Context: an optimization exercise on an open-source flow, tuned for small area, a short achievable clock period and few clock cycles per item. The choices shown serve that exercise and are no tape-out recipe. Function was checked by simulation only, so behaviour that the tests miss may differ from the original. Power is estimated from default activity; no workload was simulated.

==> juniper: inputs <==
Design keyed_score_table, start of the top module:
module keyed_score_table (
    input  logic        clk,
    input  logic        rst_n,
    input  logic        in_valid,
    output logic        in_ready,
    input  logic [2:0]  in_op,
    input  logic [31:0] in_player_id,
    input  logic [31:0] in_score,
    output logic        out_valid,
    input  logic        out_ready,
    output logic [1:0]  out_status,
    output logic [31:0] out_id,
    output logic [31:0] out_score,
    output logic        out_last
);
    keyed_score_table_core u_core (
        .clk(clk), .rst_n(rst_n),
        .in_valid(in_valid), .in_ready(in_ready),
        .in_op(in_op), .in_player_id(in_player_id), .in_score(in_score),
        .out_valid(out_valid), .out_ready(out_ready),
        .out_status(out_status), .out_id(out_id), .out_score(out_score),
        .out_last(out_last)
    );
endmodule
export LEC_CHECK = 0
export ABC_CLOCK_PERIOD_IN_PS = 3000
export CAP_MARGIN = 20
export CORE_MARGIN = 2
export CORE_UTILIZATION = 45
export SETUP_SLACK_MARGIN = 5
export SLEW_MARGIN = 20
create_clock -name core_clock -period 10.0 [get_ports {clk}]
standard.sh (not shown) runs the stock make flow with config.mk's settings and CLKGATE_MAP_FILE= SYNTH_SCRIPT=/design/flow/synth_recipe.tcl, a recipe that flattens the netlist after the stock synthesis.
==> flow/flow/run.sh <==
#!/bin/bash
set -euo pipefail
bash standard.sh SETUP_SLACK_MARGIN=6.45 finish > layout.log 2>&1
==> inputs of sierra, as changes to juniper <==
--- a/flow/design.v
+++ b/flow/design.v
@@ -214,44 +214,46 @@
     logic [N-1:0]      b_xgt;     
     logic [N-1:0][31:0] ids;
     logic [N-1:0][31:0] scs;
     logic [N-1:0]       valid;
     logic [4:0]         cnt;
-    logic [N-1:0][N-1:0] su;
-    logic [N-1:0][N-1:0] mu;
+    logic [N-1:0][N-1:0] lt;
     logic [N-1:0][N-1:0] bu;
     logic              s_act;
     logic [3:0]        s_k;
     logic [N-1:0]      rem;
     logic signed [36:0] sum, sum_next;
     logic [31:0]       addv, subv;
-    logic              chg1;
+    logic              zero_f, chg1;
     logic [1:0]        q_cnt;
     logic              ov;        
     logic              ir;        
     logic [66:0]       q_head, q_tail;
     logic              div_done, div_done_nx;
     logic [31:0]       div_q;
     logic [N-1:0][N-1:0] bf;     
+    logic [N-1:0][N-1:0] eqm;    
     logic [N-1:0][N-1:0] rs;     
     logic [N-1:0][N-1:0] bx;     
     always_comb
     begin
         for (int j = 0; j < N; j++)
             for (int i = 0; i < N; i++)
             begin
                 if (j == i)
                 begin
-                    bf[j][i] = 1'b0;
-                    rs[j][i] = 1'b0;
-                    bx[j][i] = 1'b0;
+                    bf[j][i]  = 1'b0;
+                    eqm[j][i] = 1'b0;
+                    rs[j][i]  = 1'b0;
+                    bx[j][i]  = 1'b0;
                 end
                 else
                 begin
-                    bf[j][i] = (j < i) ? bu[j][i] : !bu[i][j];
-                    rs[j][i] = (j < i) ? su[j][i] : !su[i][j];
-                    bx[j][i] = (j < i) ? mu[j][i] : !mu[i][j];
+                    bf[j][i]  = (j < i) ? bu[j][i] : !bu[i][j];
+                    eqm[j][i] = !lt[j][i] && !lt[i][j];
+                    rs[j][i]  = lt[j][i] || (eqm[j][i] && bf[j][i]);
+                    bx[j][i]  = lt[i][j] || (eqm[j][i] && bf[j][i]);
                 end
             end
     end
     logic [N-1:0] m, sel, maxsel, minsel, fre, rem_eff;
     logic         found;
@@ -433,11 +435,11 @@
             ov    <= (q_cnt_n != 2'd0);
             ir    <= !a_v_n || !b_v_n
                      || done_fn(b_v_n, b_op_n, cnt_n, s_k_n, div_done_nx, chg1_n, q_cnt_n);
         end
     end
-    assign sum_next = sum + 37'($signed(addv)) - 37'($signed(subv));
+    assign sum_next = (zero_f ? 37'sd0 : sum) + 37'($signed(addv)) - 37'($signed(subv));
     always_ff @(posedge clk)
     begin
         if (a_take)
         begin
             a_op <= in_op;
@@ -459,24 +461,19 @@
             if (add_ok && fre[i])
                 ids[i] <= b_id;
             if (wr && w[i])
                 scs[i] <= b_sc;
         end
-        for (int j = 0; j < N; j++)
-            for (int i = j + 1; i < N; i++)
-            begin
-                if (wr && w[j])
+        for (int a = 0; a < N; a++)
+            for (int b = 0; b < N; b++)
+                if (a != b)
                 begin
-                    su[j][i] <= b_xlt[i] || (!b_xgt[i] && (add_ok || bu[j][i]));
-                    mu[j][i] <= b_xgt[i] || (!b_xlt[i] && (add_ok || bu[j][i]));
+                    if (wr && w[a])
+                        lt[a][b] <= b_xlt[b];
+                    else if (wr && w[b])
+                        lt[a][b] <= b_xgt[a];
                 end
-                else if (wr && w[i])
-                begin
-                    su[j][i] <= b_xgt[j] || (!b_xlt[j] && !add_ok && bu[j][i]);
-                    mu[j][i] <= b_xlt[j] || (!b_xgt[j] && !add_ok && bu[j][i]);
-                end
-            end
         for (int j = 0; j < N; j++)
             for (int i = j + 1; i < N; i++)
             begin
                 if (add_ok && fre[j])
                     bu[j][i] <= 1'b1;
@@ -497,11 +494,12 @@
             rem <= valid & ~sel;
         else
             rem <= valid;
         addv   <= wr ? b_sc : 32'd0;
         subv   <= (upd_ok || rem_ok) ? old_sc : 32'd0;
-        sum    <= (add_ok && empty) ? 37'sd0 : sum_next;
+        zero_f <= add_ok && empty;
+        sum    <= sum_next;
         if (q_cnt == 2'd0 || (q_cnt == 2'd1 && out_ready))
         begin
             if (produce)
                 q_head <= res;
         end
==> flow/flow/run.sh (replaced) <==
#!/bin/bash
set -euo pipefail
bash standard.sh SETUP_SLACK_MARGIN=6 finish > layout.log 2>&1
==> results by group <==
Outcome
  • Status: no timing/DRC/antenna violations

Power
  • Pleak: 48.7 nW
  • Clock Power Share: 22.0%
  • Clock network power: 8.58 mW
  • Comb pwr share: 44.6%
  • Psw: 17.0 mW

Cells and area
  • Multi-input gate share of total cell area: 39.7%
  • Clock network area share: 5.91%

Worst setup path
  • Critical path arrival: 4.93 ns
  • CP peak stage delay: 0.73 ns
  • Crit-path cells: buf_4 -> o21ai_0 -> nand4_1 -> nor4_4 -> a31o_4 -> buf_12 -> a22o_1 -> a221oi_2 -> nand4_1 -> a22o_1 -> mux2_2

Logic synthesis
  • Mapped Area: 108,000 sq um

Route
  • Post-DR vias/cell: 7.18

GRT
  • M1 GR Usage: 61.9%

Clocking
  • Setup bufs post-CTS: 139

STA
  • Fmax: 232 MHz
-- figures above: sierra

==> results by group <==
Outcome
  • Status: no timing/DRC/antenna violations

Cells and area
  • Multi-input gate share of total cell area: 39.3%
  • Clock network area share: 5.69%

Worst setup path
  • Critical path arrival: 4.70 ns
  • CP peak stage delay: 0.87 ns
  • Crit-path cells: buf_4 -> buf_4 -> inv_2 -> o22ai_2 -> a2111oi_1 -> buf_4 -> a31o_4 -> buf_12 -> a22o_1 -> a221oi_1 -> nand4_1 -> o2bb2ai_2 -> mux2_4

Clocking
  • Setup bufs post-CTS: 397

Route
  • Post-DR vias/cell: 7.20

Power
  • Clock network power: 8.75 mW
  • Pleak: 51.6 nW
  • Clock Power Share: 21.1%
  • Psw: 18.2 mW
-- figures above: juniper

Testbench counts of juniper, summed over its fixed seeds: cycles 5,914, items 3,200.
Testbench counts of sierra, summed over its fixed seeds: cycles 5,914, items 3,200.

-- what the ideal ports hide --
No port has a modelled driver above. Below, the same layouts with a new extraction and two added sets of constraints.
Step 1 assumes that a clkbuf_16 drives the clock port and a buf_2 every other input.
Step 2 times the ports against the registers' clock, not the clock port: input delays grow and output delays shrink by t, the midpoint of the rising clock arrivals with the driver on.
a / b / c = no drivers / after step 1 / after step 2; a / b = the first two.
run | t (ns) | setup WS [ns] | clock arrival spread, ns | slew at the worst register clock pin (ns) | pins driven straight from the clock port
juniper | 1.002 | 5.942 / 5.942 / 5.509 | 0.160 / 0.160 | 0.07 / 0.07 | 1
sierra | 0.997 | 5.684 / 5.684 / 5.085 | 0.120 / 0.119 | 0.07 / 0.07 | 1
After both steps every run listed still meets setup and hold. For sierra, which loses most, drivers alone change the setup slack by 0.000 ns; drivers and shift together by -0.599 ns.
